Source: an optimization exercise on an open RTL-to-GDS flow (aim: a short achievable clock period). Production flows keep margins and buffers that such runs may drop.
Only simulation tests tie the RTL to the original design; equivalence was not proved.
Power figures rest on the tool's default switching activity, not on a simulated workload.

## flow/design.v (module list and top-level ports; edited modules follow where they fit)
// module branch_target_predictor: 2008 lines
// module btb_g_inv: 3 lines
// module btb_g_nand2: 3 lines
// module btb_g_nand3: 3 lines
// module btb_g_nor2: 3 lines
// module btb_g_nor4: 4 lines
// module btb_g_and2: 3 lines
// module btb_g_xor2: 3 lines
// module btb_g_nand4: 4 lines
// module btb_g_o21ai: 3 lines
// module btb_g_a22oi: 4 lines
// module btb_g_xnor2: 3 lines
// module btb_g_o22ai: 4 lines
// module btb_g_mux2i: 3 lines
module branch_target_predictor #(
  parameter int unsigned ADDR_W   = 32,
  parameter int unsigned ENTRIES  = 16,
  parameter logic [1:0]  CTR_INIT = 2'b01,
  parameter int unsigned CNT_W    = 16
) (
  input  logic              clk,
  input  logic              reset,
  input  logic              enable,
  input  logic [ADDR_W-1:0] pc_f,
  output logic              pred_hit,
  output logic              pred_taken,
  output logic [ADDR_W-1:0] pred_target,
  input  logic              upd_valid,
  input  logic [ADDR_W-1:0] upd_pc,
  input  logic              upd_taken,
  input  logic [ADDR_W-1:0] upd_target,
  input  logic              upd_pred_taken,
  input  logic [ADDR_W-1:0] upd_pred_target,
  input  logic              flush_all,
  output logic              mispredict,
  output logic [CNT_W-1:0]  branch_cnt,
  output logic [CNT_W-1:0]  mispred_cnt
);
  // ...
==> flow/flow/run.sh <==
#!/bin/bash
# Own layout flow: the standard synthesis unchanged, then the standard ORFS
# steps with delay cells kept out of buffering (so port buffers and repair
# buffers are real buffers), port buffers of a fixed drive strength, and the
# lookup's ports grouped on one edge (flow/io.tcl, before pin placement).
set -euo pipefail
HERE=$(pwd)
PLAT_DU="sky130_fd_sc_hd__probe_p_8 sky130_fd_sc_hd__probec_p_8 sky130_fd_sc_hd__lpflow_bleeder_1 sky130_fd_sc_hd__lpflow_clkbufkapwr_1 sky130_fd_sc_hd__lpflow_clkbufkapwr_16 sky130_fd_sc_hd__lpflow_clkbufkapwr_2 sky130_fd_sc_hd__lpflow_clkbufkapwr_4 sky130_fd_sc_hd__lpflow_clkbufkapwr_8 sky130_fd_sc_hd__lpflow_clkinvkapwr_1 sky130_fd_sc_hd__lpflow_clkinvkapwr_16 sky130_fd_sc_hd__lpflow_clkinvkapwr_2 sky130_fd_sc_hd__lpflow_clkinvkapwr_4 sky130_fd_sc_hd__lpflow_clkinvkapwr_8 sky130_fd_sc_hd__lpflow_decapkapwr_12 sky130_fd_sc_hd__lpflow_decapkapwr_3 sky130_fd_sc_hd__lpflow_decapkapwr_4 sky130_fd_sc_hd__lpflow_decapkapwr_6 sky130_fd_sc_hd__lpflow_decapkapwr_8 sky130_fd_sc_hd__lpflow_inputiso0n_1 sky130_fd_sc_hd__lpflow_inputiso0p_1 sky130_fd_sc_hd__lpflow_inputiso1n_1 sky130_fd_sc_hd__lpflow_inputiso1p_1 sky130_fd_sc_hd__lpflow_inputisolatch_1 sky130_fd_sc_hd__lpflow_isobufsrc_1 sky130_fd_sc_hd__lpflow_isobufsrc_16 sky130_fd_sc_hd__lpflow_isobufsrc_2 sky130_fd_sc_hd__lpflow_isobufsrc_4 sky130_fd_sc_hd__lpflow_isobufsrc_8 sky130_fd_sc_hd__lpflow_isobufsrckapwr_16 sky130_fd_sc_hd__lpflow_lsbuf_lh_hl_isowell_tap_1 sky130_fd_sc_hd__lpflow_lsbuf_lh_hl_isowell_tap_2 sky130_fd_sc_hd__lpflow_lsbuf_lh_hl_isowell_tap_4 sky130_fd_sc_hd__lpflow_lsbuf_lh_isowell_4 sky130_fd_sc_hd__lpflow_lsbuf_lh_isowell_tap_1 sky130_fd_sc_hd__lpflow_lsbuf_lh_isowell_tap_2 sky130_fd_sc_hd__lpflow_lsbuf_lh_isowell_tap_4"
DU="$PLAT_DU sky130_fd_sc_hd__dlygate4sd1_1 sky130_fd_sc_hd__dlygate4sd2_1 sky130_fd_sc_hd__dlygate4sd3_1 sky130_fd_sc_hd__clkdlybuf4s15_1 sky130_fd_sc_hd__clkdlybuf4s15_2 sky130_fd_sc_hd__clkdlybuf4s18_1 sky130_fd_sc_hd__clkdlybuf4s18_2 sky130_fd_sc_hd__clkdlybuf4s25_1 sky130_fd_sc_hd__clkdlybuf4s25_2 sky130_fd_sc_hd__clkdlybuf4s50_1 sky130_fd_sc_hd__clkdlybuf4s50_2 sky130_fd_sc_hd__dlymetal6s2s_1 sky130_fd_sc_hd__dlymetal6s4s_1 sky130_fd_sc_hd__dlymetal6s6s_1"

bash standard.sh synth > flow_synth.log 2>&1
bash standard.sh "DONT_USE_CELLS=$DU" \
  "BUFFER_PORTS_ARGS=-buffer_cell sky130_fd_sc_hd__buf_6" \
  "PRE_IO_PLACEMENT_TCL=$HERE/flow/io.tcl" \
  "GLOBAL_PLACEMENT_ARGS=-timing_driven_net_weight_max 10 -timing_driven_nets_percentage 20" \
  finish > flow_layout.log 2>&1
==> flow/flow/io.tcl <==
# Pin placement that keeps each critical cone compact: the fetch PC bits
# interleaved with the predicted target bits (and hit/taken) on the left edge;
# the resolved and predicted targets interleaved with the other mispredict
# inputs and output on the right edge. Other pins are placed freely.
set btb_pins {}
for {set k 0} {$k < 32} {incr k} {
  lappend btb_pins "pc_f\[$k\]" "pred_target\[$k\]"
}
lappend btb_pins pred_hit pred_taken
set_io_pin_constraint -pin_names $btb_pins -region left:* -group -order
set mis_pins {}
for {set k 0} {$k < 16} {incr k} {
  lappend mis_pins "upd_target\[$k\]" "upd_pred_target\[$k\]"
}
lappend mis_pins upd_taken upd_pred_taken upd_valid mispredict
for {set k 16} {$k < 32} {incr k} {
  lappend mis_pins "upd_target\[$k\]" "upd_pred_target\[$k\]"
}
set_io_pin_constraint -pin_names $mis_pins -region right:* -group -order
==> flow/standard.sh <==
#!/bin/bash
# synth_recipe.tcl (not shown) runs the flow's synth.tcl, then flattens the netlist and writes it again
# the make line also repeats each setting of config.mk as NAME=value (left out here)
make -C /OpenROAD-flow-scripts/flow DESIGN_CONFIG=/design/flow/config.mk WORK_HOME=/design/flow/orfs CLKGATE_MAP_FILE= SYNTH_SCRIPT=/design/flow/synth_recipe.tcl "${@:-finish}"
==> flow/config.mk <==
export PLATFORM = sky130hd
export DESIGN_NAME = branch_target_predictor
export DESIGN_NICKNAME = branch_target_predictor
export VERILOG_FILES = /design/flow/design.v
export SDC_FILE = /design/flow/constraint.sdc
export NUM_CORES = 4
export LEC_CHECK = 0
export ABC_CLOCK_PERIOD_IN_PS = 2500
export CAP_MARGIN = 20
export CORE_MARGIN = 2
export CORE_UTILIZATION = 65
export PLACE_DENSITY = 0.75
export SETUP_SLACK_MARGIN = 3.0
export SLEW_MARGIN = 20
export SYNTH_HIERARCHICAL = 1
export SYNTH_MINIMUM_KEEP_SIZE = 0
export TNS_END_PERCENT = 20
==> flow/constraint.sdc <==
create_clock -name core_clock -period 7.0 [get_ports {clk}]
set_input_delay 1.4000 -clock core_clock [delete_from_list [all_inputs] [get_ports {clk}]]
set_output_delay 1.4000 -clock core_clock [all_outputs]
set_load 0.01 [all_outputs]
==> results.json, run 1 <==
{
  "max_cap_violations": 0,
  "track_usage": 0.4070,
  "die_h_microns": 277.6,
  "crit_path_cell_trace": "buf_16 > buf_12 > xnor2_1 > nand4_1 > nor2_2 > nand4_1 > nand4_1 > buf_6 > nor2_4 > buf_6 > nand3_1 > nand2_1 > buf_6",
  "setup_slack_ns": 2.227,
  "endpoint": "pred_target[19]",
  "status": "timing/DRC/antenna clean",
  "multi_input_area_sq_um": 18950,
  "largest_register": "tgt_q",
  "tns_ns": 0,
  "core_region_area_sq_um": 74320,
  "layout-drive-gt1-share": 0.2411,
  "rsz0062_at_grt": "true",
  "cp_top_family": "simple AND/OR/NAND/NOR gates",
  "postLayoutCoreUtil": 0.7823,
  "avgSynthCellArea_sq_um": 13.72,
  "hold_path_class": "flop to flop",
  "design.seq.count": 1008,
  "max_freq_mhz": 209.5,
  "drcViolationCount": 0,
  "area_delta_synth_final_pct": 19.52,
  "cts_sinks": 1008,
  "p_seq_mw": 6.67,
  "dpl_cell_area_sq_um": 52300,
  "yosys.area_share.adder": 0,
  "row_count": 100,
  "met3_usage": 0.1220,
  "crit_required_ns": 5.60,
  "hpwl_mm": 86.33,
  "drv_slew": 0,
  "seq-cell-share": 0.5123,
  "p_clk_frac": 0.405,
  "dp_slack_ns": 1.583,
  "path_max_fanout": 16,
  "reg2regPathDepth": 5,
  "worst_setup_path_end_kind": "output port",
  "vias_per_cell": 6.772,
  "largest_reg_flops": 512,
  "tapCellCount": 969,
  "yosysMostFrequentCell": "edfxtp_1",
  "worstSetupPathType": "input pin to output port",
  "power.share.sequential": 0.492
}
==> run 2: changes to the inputs <==
--- a/flow/config.mk
+++ b/flow/config.mk
@@ -14,4 +14,4 @@
 export SLEW_MARGIN = 20
 export SYNTH_HIERARCHICAL = 1
 export SYNTH_MINIMUM_KEEP_SIZE = 0
-export TNS_END_PERCENT = 20
+export TNS_END_PERCENT = 100
==> run 2 against run 1 <==
Net effect:
- design area rose by 2.3%
- critical endpoint is now pred_target[3]
- total power fell by 0.83%
- largest cell class unchanged
- sequential power barely moved
- setup slack improved by 0.059 ns
- maximum frequency rose by 1.3%
- register-to-register slack improved by 0.02 ns
- largest power group unchanged
- clock skew rose by 0.018 ns
==> results.json, run 2 <==
{
  "irDropWorstVdd_v": 0.0002413,
  "avgSynthCellArea_sq_um": 13.72,
  "power_switching_mw": 3.279,
  "fp.dieArea_sq_um": 77050,
  "core_region_area_sq_um": 74320,
  "grt_overflow_total": 0,
  "p_comb_frac": 0.113,
  "ys_seq_elements": 1008,
  "rsz0062_at_grt": "true",
  "largest_reg_flops": 512,
  "hold_buffers": 0,
  "synth_compound_area_frac": 0.09010,
  "status": "timing/DRC/antenna clean",
  "io_buffers": 199,
  "drcViolationCount": 0,
  "synth_common_cells": "960 x edfxtp_1, 722 x xnor2_1, 320 x a22oi_2, 312 x nand2_1, 248 x nor2_1",
  "hold_viol": 0,
  "crit_required_ns": 5.60,
  "area_delta_synth_final_pct": 22.27,
  "syn_nets": 3680,
  "cellPowerDensity_nw_per_um2": 226.0,
  "synthMuxAreaShare": 0.005144,
  "cts_sinks": 1008,
  "wl_per_cell_microns": 33.08,
  "synthArstFlopShare": 0,
  "cts_buffer_depth": 3,
  "yosys.area_share.adder": 0,
  "insertion_delay_ns": 0.68,
  "startpoint": "pc_f[5]",
  "r2r_start": "tag_q[222]",
  "synth_top_family_by_area": "XOR/XNOR gates",
  "layout-drive-gt1-share": 0.2637,
  "worst_setup_path_end_kind": "output port",
  "htree_levels": 3,
  "drt_iter0_drc": 5867,
  "max_cap_violations": 0,
  "synth_cell_type_count": 39,
  "start_util": 0.6545,
  "cts_made_buffers": 102,
  "p_clk_frac": 0.392,
  "synth-warning-count": 7,
  "fin_crit_ns": 4.714,
  "final_cell_mix": "960 x edfxtp_1, 692 x xnor2_1, 320 x a22oi_2, 231 x nand2_1, 228 x xor2_1",
  "grt_pass1_wl_mm": 231.0,
  "cts_tree": "yes",
  "p_int_mw": 10.16,
  "power.leakage_nw": 19.46,
  "hold_path_class": "flop to flop",
  "place_congestion": 0.9479,
  "antenna_found_initial": 8,
  "layout.nets": 4200,
  "setup_slack_ns": 2.286,
  "firstDrtPassIters": 9,
  "dp_slack_ns": 1.621,
  "worst_slew_margin_rel": 0.2077,
  "cts_root_buf": "clkbuf_16",
  "power.share.sequential": 0.496,
  "worstSetupPathType": "input pin to output port",
  "track_usage": 0.4185,
  "die_x_microns": 277.6,
  "final_common_cell": "edfxtp_1",
  "cp-start-kind": "input pin",
  "grt_pass1_vias": 33900,
  "vias": 35600,
  "min_period_over_period": 0.6734,
  "p_total_mw": 13.44,
  "yosys.area_share.simple": 0.1087,
  "clkSlewWorstSetupHoldPaths_ns": 0.06,
  "synthTopCellsByArea": "edfxtp_1 59%, xnor2_1 13%, a22oi_2 8.2%",
  "setup_violations": 0,
  "die_h_microns": 277.6,
  "sw_frac_of_total": 0.2439,
  "synth_area_leader_cell": "edfxtp_1",
  "synthFlopType": "edfxtp_1",
  "endpoint": "pred_target[3]",
  "path_max_fanout": 11,
  "worst_slew_pin_slew_ns": 1.188,
  "largest_register": "tgt_q",
  "synth_xor_area_frac": 0.1726,
  "grt_max_degree": 60,
  "routed_wl_mm": 169.5,
  "reg2regPathDepth": 5,
  "netlist_area_sq_um": 48650,
  "max_freq_mhz": 212.2,
  "drv_slew": 0,
  "critical_path_arrival_ns": 3.31,
  "reg_top3": "tgt_q: 512 flops, tag_q: 416 flops, ctr_q: 32 flops",
  "vias_per_cell": 6.948,
  "synth_edf_count": 960,
  "yosysMostFrequentCell": "edfxtp_1",
  "ant_nets": 0,
  "r2r-end": "ctr_q[16]",
  "tns_ns": 0,
  "synth_cells": 3545,
  "yosysTopAreaCellShare": 0.5926,
  "hpwl_mm": 88.28,
  "pin_count": 202,
  "fill_cells": 4072,
  "skew_ns": 0.02869,
  "row_count": 100,
  "rrSetupSlack_ns": 4.61,
  "seq_area_frac_synth": 0.6123
}
## run 2: cells by family after synthesis
kind of cell	Yosys count
simple gates	1084
flops	1008
xor+xnor	956
compound gates	362
buf+inv	110
mux	25
## run 2: metal layers
layer	track usage	wire length [microns]
met5	0	27
met4	0.2262	11770
met3	0.1369	26720
met2	0.6156	72130
met1	0.5551	58830
## run 2: final cells by class
type                    instances  area (sq um)  area share
diodes                          5         12.51   0.0002104
clock buffers                 150          2824     0.04748
clock inverters                38         347.8    0.005848
inverters                      44         180.2    0.003029
multi-input cells            2429         19490      0.3277
flip-flops and latches       1008         29790      0.5008
well taps                     969          1212     0.02038
repair buffers                480          5624     0.09455
## run 2: worst min-delay path by stage
stage | cells after the start | startpoint | end | slack, ns
after floorplan | 1 | valid_q[0] | valid_q[0] | 0.48
after global placement | 1 | valid_q[14] | valid_q[14] | 0.49
after detailed placement | 1 | valid_q[0] | valid_q[0] | 0.51
final | 1 | valid_q[14] | valid_q[14] | 0.53
after CTS | 1 | valid_q[0] | valid_q[0] | 0.52
after global routing | 1 | valid_q[13] | valid_q[13] | 0.56
## run 2: power by group through the flow
stage	registers [mW]	clock network [mW]	logic, mW
after global routing	6.67	5.50	1.54
final	6.67	5.26	1.51
after CTS	6.67	5.24	1.38
after global placement	6.79	0	1.17
after floorplan	6.79	0	0.619
after detailed placement	6.79	0	1.20
## run 2: timing repair
action	in CTS	in global routing
buffers inserted	130	78
endpoints found under the setup margin	35	99
pin swaps	73	88
gates cloned	21	8
resized for setup	248	168
## run 2: metrics by stage
| stage | hold slack [ns] | area [sq um] | utilization | cells |
|---|---|---|---|---|
| 3_5_place_dp | 0.5065 | 52380 | 0.7048 | 4692 |
| 6_report | 0.5324 | 59480 | 0.8003 | 5123 |
| 4_1_cts | 0.5174 | 58160 | 0.7826 | 5031 |
| 3_3_place_gp | 0.4932 | 52330 | 0.7041 | 4689 |
| 5_1_grt | 0.5623 | 59470 | 0.8002 | 5118 |
| 2_1_floorplan | 0.4764 | 48780 | - | 3545 |
## run 2: critical path: stages
cell,delay (ns)
buf_16,0.12
clkinvlp_4,0.10
buf_6,0.14
nand4_1,0.17
nor2_1,0.08
nand4_1,0.12
nand4_1,0.15
buf_6,0.20
nor2_4,0.27
buf_6,0.17
nand3_1,0.13
nand2_1,0.12
buf_6,0.11
## run 2: modules after synthesis (local to each module, per instance)
module | flip-flops and latches | cell area [sq um] | copies in the design
branch_target_predictor | 1008 | 36620 | 1
btb_g_a22oi | 0 | 12.51 | 320
btb_g_nor4 | 0 | 12.51 | 8
btb_g_xnor2 | 0 | 8.758 | 445
btb_g_xor2 | 0 | 8.758 | 63
btb_g_and2 | 0 | 6.256 | 57
btb_g_nand4 | 0 | 6.256 | 154
btb_g_nand3 | 0 | 5.005 | 64
btb_g_o21ai | 0 | 5.005 | 1
btb_g_inv | 0 | 3.754 | 38
btb_g_nand2 | 0 | 3.754 | 302
btb_g_nor2 | 0 | 3.754 | 148
==> run 3: changes to the inputs <==
--- a/flow/config.mk
+++ b/flow/config.mk
@@ -8,8 +8,8 @@
 export ABC_CLOCK_PERIOD_IN_PS = 2500
 export CAP_MARGIN = 20
 export CORE_MARGIN = 2
-export CORE_UTILIZATION = 65
-export PLACE_DENSITY = 0.75
+export CORE_UTILIZATION = 50
+export PLACE_DENSITY = 0.62
 export SETUP_SLACK_MARGIN = 3.0
 export SLEW_MARGIN = 20
 export SYNTH_HIERARCHICAL = 1
==> run 3 against run 2 <==
Net effect:
- critical path type unchanged
- setup slack lost 0.079 ns
- die area grew 30%
- clock power increased by 6.1%
- largest power group unchanged
- maximum frequency decreased by 1.6%
- sequential cell count unchanged
- total power increased by 2.3%
- critical path depth is the same
- highest routed layer unchanged
- non-clock buffer count grew 47
- sequential share of layout area down 0.74 points
- clock-buffer cell count shrank 4
==> results.json, run 3 <==
{
  "synth_area_leader_cell": "edfxtp_1",
  "synth-warning-count": 7,
  "row_count": 114,
  "syn_nets": 3680,
  "synthArstFlopShare": 0,
  "reg_top3": "tgt_q: 512 flops, tag_q: 416 flops, ctr_q: 32 flops",
  "irDropWorstVdd_v": 0.0002292,
  "crit_required_ns": 5.60,
  "worst_slew_margin_rel": 0.1908,
  "max_freq_mhz": 208.7,
  "fin_crit_ns": 4.792,
  "power.leakage_nw": 19.77,
  "ys_seq_elements": 1008,
  "insertion_delay_ns": 0.70,
  "die_h_microns": 315.9,
  "tns_ns": 0,
  "wl_per_cell_microns": 31.56,
  "cts_root_buf": "clkbuf_16",
  "max_cap_violations": 0,
  "largest_register": "tgt_q",
  "worst_slew_pin_slew_ns": 1.211,
  "fp.dieArea_sq_um": 99810,
  "worstSetupPathType": "input pin to output port",
  "hold_path_class": "flop to flop",
  "htree_levels": 3,
  "place_congestion": 0.9141,
  "yosysMostFrequentCell": "edfxtp_1",
  "avgSynthCellArea_sq_um": 13.72,
  "hold_buffers": 0,
  "die_x_microns": 315.9,
  "start_util": 0.5038,
  "dp_slack_ns": 1.429,
  "layout.nets": 4260,
  "cellPowerDensity_nw_per_um2": 227.9,
  "area_delta_synth_final_pct": 24.11,
  "path_max_fanout": 8,
  "netlist_area_sq_um": 48650,
  "synth_cells": 3545,
  "ant_nets": 0,
  "clkSlewWorstSetupHoldPaths_ns": 0.06,
  "drv_slew": 0,
  "vias_per_cell": 6.250,
  "antenna_found_initial": 10,
  "cts_tree": "yes",
  "final_cell_mix": "960 x edfxtp_1, 681 x xnor2_1, 320 x a22oi_2, 232 x nand2_1, 226 x nand4_1",
  "core_region_area_sq_um": 96570,
  "routed_wl_mm": 173.5,
  "synthTopCellsByArea": "edfxtp_1 59%, xnor2_1 13%, a22oi_2 8.2%",
  "drcViolationCount": 0,
  "cts_made_buffers": 108,
  "setup_violations": 0,
  "yosysTopAreaCellShare": 0.5926,
  "track_usage": 0.3401,
  "pin_count": 202,
  "critical_path_arrival_ns": 3.39,
  "fin_area_sq_um": 60380,
  "cts_sinks": 1008,
  "min_period_over_period": 0.6846,
  "final_common_cell": "edfxtp_1",
  "largest_reg_flops": 512,
  "status": "timing/DRC/antenna clean",
  "hpwl_mm": 94.71,
  "cp-start-kind": "input pin",
  "seq_area_frac_synth": 0.6123,
  "layout-drive-gt1-share": 0.2721,
  "vias": 34360,
  "grt_pass1_vias": 33480,
  "skew_ns": 0.02401,
  "drt_iter0_drc": 4691,
  "firstDrtPassIters": 6,
  "synth_edf_count": 960,
  "grt_overflow_total": 0,
  "synth_common_cells": "960 x edfxtp_1, 722 x xnor2_1, 320 x a22oi_2, 312 x nand2_1, 248 x nor2_1",
  "io_buffers": 199,
  "setup_slack_ns": 2.208,
  "rsz0062_at_grt": "true",
  "grt_pass1_wl_mm": 239.0,
  "cts_buffer_depth": 3,
  "hold_viol": 0,
  "grt_max_degree": 70,
  "synthFlopType": "edfxtp_1",
  "dpl_cell_area_sq_um": 52770,
  "worst_setup_path_end_kind": "output port",
  "synth_cell_type_count": 39
}
run 3: cell type report:
class / count / area, sq um
Fill cell: 7184 / 36190
Sequential cell: 1008 / 29790
Multi-Input combinational cell: 2435 / 19590
Timing Repair Buffer: 527 / 5767
Clock buffer: 146 / 3009
Tap cell: 1276 / 1597
Clock inverter: 55 / 429.2
Inverter: 44 / 180.2
Antenna cell: 5 / 12.51
Timing Repair inverter: 1 / 7.507
run 3: path summary, 6_finish.rpt:
kind,from,to,slack (ns),depth (start not counted)
max,pc_f[19],pred_target[15],2.21,13
min,valid_q[13],valid_q[13],0.53,1
max reg2reg,tag_q[227],ctr_q[16],4.63,5
min reg2reg,valid_q[13],valid_q[13],0.53,1
run 3: routing by layer:
metal	vias to the layer above	global-route usage	share of wire
li1	14330	-	-
met1	17330	0.4608	0.39
met2	2172	0.5097	0.44
met3	518	0.09557	0.12
met4	8	0.1560	0.053
met5	-	0	0.00027
run 3: cell families after synthesis:
group | Yosys count | share of synthesized area
AOI/OAI and AO/OA | 362 | 0.09010
xor gates and xnor gates | 956 | 0.1726
buffers and inverters | 110 | 0.01109
DFF | 1008 | 0.6123
muxes | 25 | 0.005144
and+or+nand+nor | 1084 | 0.1087
run 3: per-stage QoR:
stage | utilization | std cells | hold slack [ns] | power, mW
final | 0.6252 | 5497 | 0.5304 | 13.76
after global routing | 0.6251 | 5492 | 0.5345 | 14.08
after CTS | 0.6167 | 5448 | 0.5205 | 13.74
after detailed placement | 0.5465 | 5000 | 0.5061 | 8.020
after global placement | 0.5460 | 4997 | 0.4898 | 7.998
after floorplan | - | 3545 | 0.4764 | 7.409
run 3: report_power, final:
| group | total, mW | internal (mW) | leakage [nW] | switching, mW |
|---|---|---|---|---|
| logic | 1.51 | 0.586 | 8.98 | 0.927 |
| registers | 6.67 | 6.64 | 9.10 | 0.0276 |
| clock network | 5.58 | 3.19 | 1.69 | 2.39 |
| total | 13.8 | 10.4 | 19.8 | 3.35 |
run 3: repair_timing:
action / CTS / global route
setup endpoints to repair: 173 / 167
pin swaps: 92 / 81
buffers inserted: 227 / 38
cloned: 20 / 6
resized for setup: 313 / 130
run 3: critical path, stage by stage:
cell and delay (ns):
buf_16 0.15, buf_8 0.15, xnor2_1 0.12, nand4_1 0.16, nor2_2 0.07, nand4_1 0.19, nand4_1 0.22, buf_2 0.20
nor2_4 0.25, nand2_2 0.14, nand2_1 0.13, nand2_2 0.07, buf_6 0.12
run 3: Yosys stat by module (local to each module, per instance), a selection:
module | times used | flip-flops and latches | cell area (sq um) | cells inside
branch_target_predictor | 1 | 1008 | 36620 | 1945
btb_g_a22oi | 320 | 0 | 12.51 | 1
btb_g_inv | 38 | 0 | 3.754 | 1
btb_g_nand3 | 64 | 0 | 5.005 | 1
btb_g_and2 | 57 | 0 | 6.256 | 1
btb_g_nand4 | 154 | 0 | 6.256 | 1
btb_g_nor4 | 8 | 0 | 12.51 | 1
btb_g_nor2 | 148 | 0 | 3.754 | 1

port drivers added, routing unchanged:
No port has a modelled driver above. Below, the same layouts with a new extraction and two added sets of constraints.
Step 1 assumes that a clkbuf_16 drives the clock port and a buf_2 every other input.
Step 2, shift: input delay + t, output delay - t, t = (earliest + latest rising clock arrival at the registers) / 2. This alone moves slack from input paths to output paths.
Slacks: ideal / step 1 / step 2; pairs: ideal / step 1.
run | t (ns) | slack for setup (ns) | latest minus earliest clock arrival (ns)
run 1 | 0.742 | 2.227 / 2.166 / 2.166 | 0.023 / 0.023
run 2 | 0.736 | 2.286 / 2.029 / 2.029 | 0.033 / 0.033
run 3 | 0.762 | 2.208 / 1.993 / 1.993 | 0.034 / 0.034
After both steps setup and hold are still met in every run listed. For run 2, which loses most, drivers alone change the setup slack by -0.257 ns; drivers and shift together by -0.257 ns.
